What follows belongs to an exercise in optimizing a design on an open flow for small area and a short achievable clock period; a production flow would make more cautious choices.
Where RTL was checked, it was by simulation tests only, not by an equivalence proof against the original.
Power and IR drop assume default switching activity.

==> job 483: inputs <==
## ray_issue_arbiter
module ray_issue_arbiter #(
  parameter int unsigned H_DISP      = 1280,
  parameter int unsigned V_DISP      = 720,
  parameter int unsigned W           = 16,
  parameter int unsigned CNT_W       = 5,
  parameter int unsigned ADDR_W      = 20,
  parameter int unsigned SCALE_SHIFT = 7,
  parameter int unsigned INFL_W      = 12
) (
  input  logic                clk,
  input  logic                rst,
  input  logic                frame_start,
  output logic                frame_busy,
  output logic                frame_done,
  input  logic [3*W-1:0]      cam_pos,
  input  logic [3*W-1:0]      vp_origin,
  input  logic [3*W-1:0]      vp_u,
  input  logic [3*W-1:0]      vp_v,
  input  logic                rec_valid,
  output logic                rec_ready,
  input  logic [3*W-1:0]      rec_pos,
  input  logic [3*W-1:0]      rec_slope,
  input  logic [CNT_W-1:0]    rec_cnt,
  input  logic [ADDR_W-1:0]   rec_addr,
  input  logic                retire,
  output logic                out_valid,
  input  logic                out_ready,
  output logic [3*W-1:0]      out_pos,
  output logic [3*W-1:0]      out_slope,
  output logic [CNT_W-1:0]    out_cnt,
  output logic [ADDR_W-1:0]   out_addr
);
==> module ray_issue_arbiter, before the edit <==
module ray_issue_arbiter #(
  parameter int unsigned H_DISP      = 1280,
  parameter int unsigned V_DISP      = 720,
  parameter int unsigned W           = 16,
  parameter int unsigned CNT_W       = 5,
  parameter int unsigned ADDR_W      = 20,
  parameter int unsigned SCALE_SHIFT = 7,
  parameter int unsigned INFL_W      = 12
) (
  input  logic                clk,
  input  logic                rst,
  input  logic                frame_start,
  output logic                frame_busy,
  output logic                frame_done,
  input  logic [3*W-1:0]      cam_pos,
  input  logic [3*W-1:0]      vp_origin,
  input  logic [3*W-1:0]      vp_u,
  input  logic [3*W-1:0]      vp_v,
  input  logic                rec_valid,
  output logic                rec_ready,
  input  logic [3*W-1:0]      rec_pos,
  input  logic [3*W-1:0]      rec_slope,
  input  logic [CNT_W-1:0]    rec_cnt,
  input  logic [ADDR_W-1:0]   rec_addr,
  input  logic                retire,
  output logic                out_valid,
  input  logic                out_ready,
  output logic [3*W-1:0]      out_pos,
  output logic [3*W-1:0]      out_slope,
  output logic [CNT_W-1:0]    out_cnt,
  output logic [ADDR_W-1:0]   out_addr
);
  localparam int unsigned XW = (H_DISP > 1) ? $clog2(H_DISP) : 1;
  localparam int unsigned AW = W + SCALE_SHIFT;    
  localparam int unsigned VW = 3 * W;
  localparam int unsigned V3 = AW - 3;
  localparam int unsigned LAST_ADDR = H_DISP * V_DISP - 1;
  typedef enum logic [1:0] {
    IDLE  = 2'd0,
    SCAN  = 2'd1,
    DRAIN = 2'd2
  } state_t;
  state_t              state_q, state_d;
  logic                done_c;
  logic [XW-1:0]       x_q;
  logic [ADDR_W-1:0]   pix_addr_q;
  logic [INFL_W-1:0]   inflight_q;
  logic [VW-1:0]       cam_q;
  logic                first_q, rs_q;    
  logic                load_c, issue_c, start_c, row_end_c, last_px_c, retire_eff_c;
  logic [VW-1:0]       new_slope_c;
  assign load_c       = !out_valid || out_ready;
  assign rec_ready    = load_c;
  assign start_c      = (state_q == IDLE) && frame_start;
  assign issue_c      = load_c && !rec_valid && (state_q == SCAN) && (inflight_q != '1);
  assign row_end_c    = (x_q == XW'(H_DISP - 1));
  assign last_px_c    = (pix_addr_q == ADDR_W'(LAST_ADDR));
  assign retire_eff_c = retire && (inflight_q != '0);
  for (genvar c = 0; c < 3; c++) begin : g_axis
    logic [W-1:0]  u_q, v_q;
    logic [AW-1:0] acc_q, row_q, op_a, op_b, sum;
    logic [W-1:0]  p1_in;
    logic [V3-1:0] vs, v45_in;
    assign vs     = V3'($signed(vp_v[c*W +: W]));
    assign p1_in  = vp_origin[c*W +: W] - vp_u[c*W +: W] - {vp_u[c*W +: W-2], 2'b00};
    assign v45_in = vs + {vs[V3-3:0], 2'b00} + {vs[V3-4:0], 3'b000} + {vs[V3-6:0], 5'b00000};
    assign op_a = (rs_q && !first_q) ? row_q : acc_q;
    assign op_b = first_q ? row_q : rs_q ? ~(AW'($signed(v_q))) : AW'($signed(u_q));
    assign sum  = op_a + op_b + AW'(rs_q && !first_q);
    always_ff @(posedge clk) begin
      if (start_c) begin
        u_q   <= vp_u[c*W +: W];
        v_q   <= vp_v[c*W +: W];
        acc_q <= {p1_in, {SCALE_SHIFT{1'b0}}};
        row_q <= {v45_in, 3'b000};
      end else if (issue_c) begin
        acc_q <= sum;
        if (rs_q) row_q <= sum;
      end
    end
    assign new_slope_c[c*W +: W] = sum[AW-1 -: W];
  end
  always_ff @(posedge clk) begin
    if (start_c) begin
      first_q <= 1'b1;
      rs_q    <= 1'b1;
    end else if (issue_c) begin
      first_q <= 1'b0;
      rs_q    <= row_end_c;
    end
  end
  always_ff @(posedge clk or negedge rst) begin
    if (!rst) state_q <= IDLE;
    else      state_q <= state_d;
  end
  always_comb begin
    state_d = state_q;
    done_c  = 1'b0;
    case (state_q)
      IDLE:  if (frame_start) state_d = SCAN;
      SCAN:  if (issue_c && last_px_c) state_d = DRAIN;
      DRAIN: begin
        if (inflight_q == '0) begin
          state_d = IDLE;
          done_c  = 1'b1;
        end
      end
      default: state_d = IDLE;
    endcase
  end
  always_ff @(posedge clk or negedge rst) begin
    if (!rst) begin
      frame_busy <= 1'b0;
      frame_done <= 1'b0;
    end else begin
      frame_busy <= (state_d != IDLE);
      frame_done <= done_c;
    end
  end
  always_ff @(posedge clk) begin
    if (start_c) cam_q <= cam_pos;
  end
  always_ff @(posedge clk or negedge rst) begin
    if (!rst) begin
      x_q        <= '0;
      pix_addr_q <= '0;
    end else if (issue_c) begin
      if (last_px_c) begin
        x_q        <= '0;
        pix_addr_q <= '0;
      end else begin
        x_q        <= row_end_c ? '0 : x_q + XW'(1);
        pix_addr_q <= pix_addr_q + ADDR_W'(1);
      end
    end
  end
  always_ff @(posedge clk or negedge rst) begin
    if (!rst) begin
      inflight_q <= '0;
    end else begin
      case ({issue_c, retire_eff_c})
        2'b10:   inflight_q <= inflight_q + INFL_W'(1);
        2'b01:   inflight_q <= inflight_q - INFL_W'(1);
        default: inflight_q <= inflight_q;
      endcase
    end
  end
  always_ff @(posedge clk or negedge rst) begin
    if (!rst) begin
      out_valid <= 1'b0;
      out_pos   <= '0;
      out_slope <= '0;
      out_cnt   <= '0;
      out_addr  <= '0;
    end else if (load_c) begin
      if (rec_valid) begin
        out_valid <= 1'b1;
        out_pos   <= rec_pos;
        out_slope <= rec_slope;
        out_cnt   <= rec_cnt;
        out_addr  <= rec_addr;
      end else if (issue_c) begin
        out_valid <= 1'b1;
        out_pos   <= cam_q;
        out_slope <= new_slope_c;
        out_cnt   <= '0;
        out_addr  <= pix_addr_q;
      end else begin
        out_valid <= 1'b0;
      end
    end
  end
endmodule
clock: 10.0 ns
lec_check: 0
cap_margin: 20
core_margin: 2
core_utilization: 40
slew_margin: 20
run.sh (not shown) runs the stock make flow with config.mk's settings and CLKGATE_MAP_FILE= SYNTH_SCRIPT=/design/flow/synth_recipe.tcl, a recipe that flattens the netlist after the stock synthesis.
==> job 4867 (differences from job 483) <==
--- a/flow/design.v
+++ b/flow/design.v
@@ -34,5 +34,4 @@
   localparam int unsigned AW = W + SCALE_SHIFT;    
   localparam int unsigned VW = 3 * W;
-  localparam int unsigned V3 = AW - 3;
   localparam int unsigned LAST_ADDR = H_DISP * V_DISP - 1;
   typedef enum logic [1:0] {
@@ -47,5 +46,4 @@
   logic [INFL_W-1:0]   inflight_q;
   logic [VW-1:0]       cam_q;
-  logic                first_q, rs_q;    
   logic                load_c, issue_c, start_c, row_end_c, last_px_c, retire_eff_c;
   logic [VW-1:0]       new_slope_c;
@@ -58,35 +56,22 @@
   assign retire_eff_c = retire && (inflight_q != '0);
   for (genvar c = 0; c < 3; c++) begin : g_axis
-    logic [W-1:0]  u_q, v_q;
-    logic [AW-1:0] acc_q, row_q, op_a, op_b, sum;
-    logic [W-1:0]  p1_in;
-    logic [V3-1:0] vs, v45_in;
-    assign vs     = V3'($signed(vp_v[c*W +: W]));
-    assign p1_in  = vp_origin[c*W +: W] - vp_u[c*W +: W] - {vp_u[c*W +: W-2], 2'b00};
-    assign v45_in = vs + {vs[V3-3:0], 2'b00} + {vs[V3-4:0], 3'b000} + {vs[V3-6:0], 5'b00000};
-    assign op_a = (rs_q && !first_q) ? row_q : acc_q;
-    assign op_b = first_q ? row_q : rs_q ? ~(AW'($signed(v_q))) : AW'($signed(u_q));
-    assign sum  = op_a + op_b + AW'(rs_q && !first_q);
+    logic [AW-1:0] u_in, v_in, o_in, init_acc, init_row;
+    logic [W-1:0]  u_q;
+    logic [AW-1:0] acc_q, row_q;
+    assign u_in = AW'($signed(vp_u[c*W +: W]));
+    assign v_in = AW'($signed(vp_v[c*W +: W]));
+    assign o_in = {vp_origin[c*W +: W], {SCALE_SHIFT{1'b0}}};
+    assign init_acc = o_in - AW'(H_DISP / 2) * u_in + AW'(V_DISP / 2) * v_in;
+    assign init_row = AW'(1) * u_in - AW'(H_DISP) * u_in - v_in;
     always_ff @(posedge clk) begin
       if (start_c) begin
         u_q   <= vp_u[c*W +: W];
-        v_q   <= vp_v[c*W +: W];
-        acc_q <= {p1_in, {SCALE_SHIFT{1'b0}}};
-        row_q <= {v45_in, 3'b000};
+        acc_q <= init_acc;
+        row_q <= init_row;
       end else if (issue_c) begin
-        acc_q <= sum;
-        if (rs_q) row_q <= sum;
+        acc_q <= acc_q + (row_end_c ? row_q : AW'($signed(u_q)));
       end
     end
-    assign new_slope_c[c*W +: W] = sum[AW-1 -: W];
-  end
-  always_ff @(posedge clk) begin
-    if (start_c) begin
-      first_q <= 1'b1;
-      rs_q    <= 1'b1;
-    end else if (issue_c) begin
-      first_q <= 1'b0;
-      rs_q    <= row_end_c;
-    end
+    assign new_slope_c[c*W +: W] = acc_q[AW-1 -: W];
   end
   always_ff @(posedge clk or negedge rst) begin
==> job 8362 (differences from job 483) <==
--- a/flow/design.v
+++ b/flow/design.v
@@ -43,7 +43,8 @@
   state_t              state_q, state_d;
   logic                done_c;
-  logic [XW-1:0]       x_q;
+  logic [2:0]          xb_q;      
   logic [ADDR_W-1:0]   pix_addr_q;
   logic [INFL_W-1:0]   inflight_q;
+  logic                infl_full_q, infl_zero_q;    
   logic [VW-1:0]       cam_q;
   logic                first_q, rs_q;    
@@ -53,28 +54,48 @@
   assign rec_ready    = load_c;
   assign start_c      = (state_q == IDLE) && frame_start;
-  assign issue_c      = load_c && !rec_valid && (state_q == SCAN) && (inflight_q != '1);
-  assign row_end_c    = (x_q == XW'(H_DISP - 1));
+  assign issue_c      = load_c && !rec_valid && (state_q == SCAN) && !infl_full_q;
+  assign row_end_c    = (&pix_addr_q[7:0]) && (xb_q == 3'd4);
   assign last_px_c    = (pix_addr_q == ADDR_W'(LAST_ADDR));
-  assign retire_eff_c = retire && (inflight_q != '0);
+  assign retire_eff_c = retire && !infl_zero_q;
+  localparam logic [AW-1:0] K0 = AW'((1 << 7) + (1 << 9) - (1 << 22) - (1 << 18) - (1 << 20) - (1 << 21));
   for (genvar c = 0; c < 3; c++) begin : g_axis
     logic [W-1:0]  u_q, v_q;
     logic [AW-1:0] acc_q, row_q, op_a, op_b, sum;
-    logic [W-1:0]  p1_in;
-    logic [V3-1:0] vs, v45_in;
-    assign vs     = V3'($signed(vp_v[c*W +: W]));
-    assign p1_in  = vp_origin[c*W +: W] - vp_u[c*W +: W] - {vp_u[c*W +: W-2], 2'b00};
-    assign v45_in = vs + {vs[V3-3:0], 2'b00} + {vs[V3-4:0], 3'b000} + {vs[V3-6:0], 5'b00000};
-    assign op_a = (rs_q && !first_q) ? row_q : acc_q;
+    logic [W-1:0]  uf, vf;
+    logic [AW-1:0] a0, a1, a2, a3, a4, a5, a6;
+    logic [AW-1:0] s1, c1, s2, c2, s3, c3, s4, c4, s5, c5, s6, c6;
+    assign uf = {vp_u[c*W+W-1], ~vp_u[c*W +: W-1]};    
+    assign vf = {~vp_v[c*W+W-1], vp_v[c*W +: W-1]};    
+    assign a0 = AW'({vp_origin[c*W +: W], 7'b0});
+    assign a1 = AW'({uf, 7'b0});
+    assign a2 = AW'({uf, 9'b0});
+    assign a3 = AW'({vf, 3'b0});
+    assign a4 = AW'({vf, 5'b0});
+    assign a5 = AW'({vf, 6'b0});
+    assign a6 = AW'({vf, 8'b0});
+    assign s1 = a0 ^ a1 ^ a2;
+    assign c1 = {((a0 & a1) | (a0 & a2) | (a1 & a2)), 1'b0};
+    assign s2 = a3 ^ a4 ^ a5;
+    assign c2 = {((a3 & a4) | (a3 & a5) | (a4 & a5)), 1'b0};
+    assign s3 = s1 ^ c1 ^ s2;
+    assign c3 = {((s1 & c1) | (s1 & s2) | (c1 & s2)), 1'b0};
+    assign s4 = c2 ^ a6 ^ K0;
+    assign c4 = {((c2 & a6) | (c2 & K0) | (a6 & K0)), 1'b0};
+    assign s5 = s3 ^ c3 ^ s4;
+    assign c5 = {((s3 & c3) | (s3 & s4) | (c3 & s4)), 1'b0};
+    assign s6 = s5 ^ c5 ^ c4;
+    assign c6 = {((s5 & c5) | (s5 & c4) | (c5 & c4)), 1'b0};
+    assign op_a = rs_q ? row_q : acc_q;
     assign op_b = first_q ? row_q : rs_q ? ~(AW'($signed(v_q))) : AW'($signed(u_q));
-    assign sum  = op_a + op_b + AW'(rs_q && !first_q);
+    assign sum  = op_a + op_b + AW'(rs_q);
     always_ff @(posedge clk) begin
       if (start_c) begin
         u_q   <= vp_u[c*W +: W];
         v_q   <= vp_v[c*W +: W];
-        acc_q <= {p1_in, {SCALE_SHIFT{1'b0}}};
-        row_q <= {v45_in, 3'b000};
+        acc_q <= s6;
+        row_q <= c6;
       end else if (issue_c) begin
         acc_q <= sum;
-        if (rs_q) row_q <= sum;
+        if (rs_q || first_q) row_q <= sum;
       end
     end
@@ -84,5 +105,5 @@
     if (start_c) begin
       first_q <= 1'b1;
-      rs_q    <= 1'b1;
+      rs_q    <= 1'b0;
     end else if (issue_c) begin
       first_q <= 1'b0;
@@ -101,5 +122,5 @@
       SCAN:  if (issue_c && last_px_c) state_d = DRAIN;
       DRAIN: begin
-        if (inflight_q == '0) begin
+        if (infl_zero_q) begin
           state_d = IDLE;
           done_c  = 1'b1;
@@ -123,12 +144,12 @@
   always_ff @(posedge clk or negedge rst) begin
     if (!rst) begin
-      x_q        <= '0;
+      xb_q       <= '0;
       pix_addr_q <= '0;
     end else if (issue_c) begin
       if (last_px_c) begin
-        x_q        <= '0;
+        xb_q       <= '0;
         pix_addr_q <= '0;
       end else begin
-        x_q        <= row_end_c ? '0 : x_q + XW'(1);
+        if (&pix_addr_q[7:0]) xb_q <= row_end_c ? 3'd0 : xb_q + 3'd1;
         pix_addr_q <= pix_addr_q + ADDR_W'(1);
       end
@@ -137,10 +158,20 @@
   always_ff @(posedge clk or negedge rst) begin
     if (!rst) begin
-      inflight_q <= '0;
+      inflight_q  <= '0;
+      infl_full_q <= 1'b0;
+      infl_zero_q <= 1'b1;
     end else begin
       case ({issue_c, retire_eff_c})
-        2'b10:   inflight_q <= inflight_q + INFL_W'(1);
-        2'b01:   inflight_q <= inflight_q - INFL_W'(1);
-        default: inflight_q <= inflight_q;
+        2'b10: begin
+          inflight_q  <= inflight_q + INFL_W'(1);
+          infl_full_q <= (inflight_q == INFL_W'((1 << INFL_W) - 2));
+          infl_zero_q <= 1'b0;
+        end
+        2'b01: begin
+          inflight_q  <= inflight_q - INFL_W'(1);
+          infl_full_q <= 1'b0;
+          infl_zero_q <= (inflight_q == INFL_W'(1));
+        end
+        default: ;
       endcase
     end
==> flow/flow/run.sh (new file) <==
#!/bin/bash
set -euo pipefail
bash standard.sh BUFFER_PORTS_ARGS="-buffer_cell sky130_fd_sc_hd__buf_1" SETUP_SLACK_MARGIN=5.6 CTS_ARGS="-sink_clustering_enable -repair_clock_nets -buf_list sky130_fd_sc_hd__clkbuf_4 -dont_use_dummy_load -sink_clustering_size 10 -sink_clustering_max_diameter 35" finish > flow_make.log 2>&1
==> flow/standard.sh (new file) <==
#!/bin/bash
# synth_recipe.tcl (not shown) runs the flow's synth.tcl, then flattens the netlist and writes it again
# the make line also repeats each setting of config.mk as NAME=value (left out here)
make -C /OpenROAD-flow-scripts/flow DESIGN_CONFIG=/design/flow/config.mk WORK_HOME=/design/flow/orfs CLKGATE_MAP_FILE= SYNTH_SCRIPT=/design/flow/synth_recipe.tcl "${@:-finish}"
--- a/flow/config.mk
+++ b/flow/config.mk
@@ -8,4 +8,6 @@
 export CAP_MARGIN = 20
 export CORE_MARGIN = 2
-export CORE_UTILIZATION = 40
+export CORE_UTILIZATION = 55
+export CTS_BUF_LIST = sky130_fd_sc_hd__clkbuf_4
+export SETUP_SLACK_MARGIN = 5
 export SLEW_MARGIN = 20
removed: flow/run.sh
==> summary of the runs <==
- Of job 4867 and job 8362, job 4867 has the higher total power (gap 93%, measured against job 8362).
- Combinational power, highest first: job 483, job 4867, job 8362.
- Synthesized area, highest first: job 4867, job 483, job 8362.
- Of job 4867 and job 483, job 4867 has the higher routed wire length (gap about 8%, measured against job 483).
- Non-clock buffer count, highest first: job 8362, job 483, job 4867.
- Clock-buffer cell count: job 8362 > job 483 > job 4867.
- Die area, lowest first: job 8362, job 483, job 4867.
- Of job 4867 and job 483, job 483 has the higher maximum frequency (gap about 20%, measured against job 483).
- Against job 4867, the flip-flop and latch count of job 8362 is higher by 44.
- Hold slack, highest first: job 8362, job 4867, job 483.
- The highest register-to-register slack belongs to job 8362, the lowest to job 483.
==> figures <==
|  | job 4867 | job 483 | job 8362 |
|---|---|---|---|
| Crit path largest cell delay | 550 ps | 550 ps | 150 ps |
| Net switching power | 4.00 mW | 5.10 mW | 1.73 mW |
| Reported leakage power | 19.2 nW | 15.3 nW | 13.0 nW |
| Later-pin clock latency in the skew report | 620 ps | 620 ps | 880 ps |
| Headroom to the max-slew limit | 39.9% | 24.1% | 27.3% |
| Required time of the worst setup path | 10370 ps | 10550 ps | 8000 ps |
| Syn Std Cell Area | 0.0348 mm² | 0.0294 mm² | 0.0284 mm² |
| Detailed-router iteration count before antenna repair | 5 | 5 | 8 |
| Crit. Startpoint | vp_v[33] | out_ready | out_ready |
| Total placed instance area | 0.0405 mm² | 0.0348 mm² | 0.0308 mm² |
| Setup repair bufs after CTS | 0 | 0 | 5 |
| Initial antenna violation count | 2 | 5 | 16 |
| Terminating pin of the worst hold path | out_addr[5]$_DFFE_PN0P_ | g_axis[1].acc_q[6]$_SDFFE_PP0P_ | out_slope[22]$_DFFE_PN0P_ |
| Count of state elements after synthesis | 403 | 453 | 447 |
| Library cells used by synthesis | 90 | 75 | 77 |
| Simple-gate portion of the synthesized area | 12.4% | 10.4% | 9.13% |
| Net count after synthesis | 4562 | 3537 | 3227 |
| Power Sequential | 2.04 mW | 2.90 mW | 2.27 mW |
| Area of the core region | 0.0865 mm² | 0.0728 mm² | 0.0512 mm² |
| Share of the yosys chip area belonging to registers | 32.4% | 42.4% | 44.2% |
| Result of the run | timing/DRC/antenna clean | timing/DRC/antenna clean | timing/DRC/antenna clean |
| Slowest cell on crit path | clkdlybuf4s50_1 | ha_1 | nand2b_4 |
| Design Power | 9.56 mW | 11.4 mW | 4.95 mW |
Only the layout flow was run in job 483 and job 4867; the RTL was not checked for function there.

afterwards: timing with drivers on the ports:
How much do the figures lean on ideal ports? The routed layouts below were timed once more, with nothing changed but the port constraints. Step 1 sets driving cells, clkbuf_16 on the clock port and buf_2 on the other inputs (assumed; they add their load-dependent delay and slew). Step 2 also shifts input and output timing later by t, the mid clock arrival at the registers, as if the neighbouring blocks saw the same clock. Three values: no drivers, after step 1, after step 2; two values: the first two.
run	t (ns)	setup WS [ns]	worst hold slack (ns)	clock arrival spread, ns	worst slew at a driven data input, ns
job 483	0.675	3.530 / 3.561 / 2.885	0.452 / 0.452 / 0.452	0.024 / 0.023	0.13
job 4867	0.663	1.812 / 1.857 / 1.194	0.478 / 0.478 / 0.478	0.038 / 0.038	0.13
job 8362	0.879	5.610 / 5.577 / 4.869	0.481 / 0.481 / 0.481	0.121 / 0.121	0.15
After both steps setup and hold are still met in every run listed. For job 8362, which loses most, drivers alone change the setup slack by -0.033 ns; drivers and shift together by -0.741 ns.
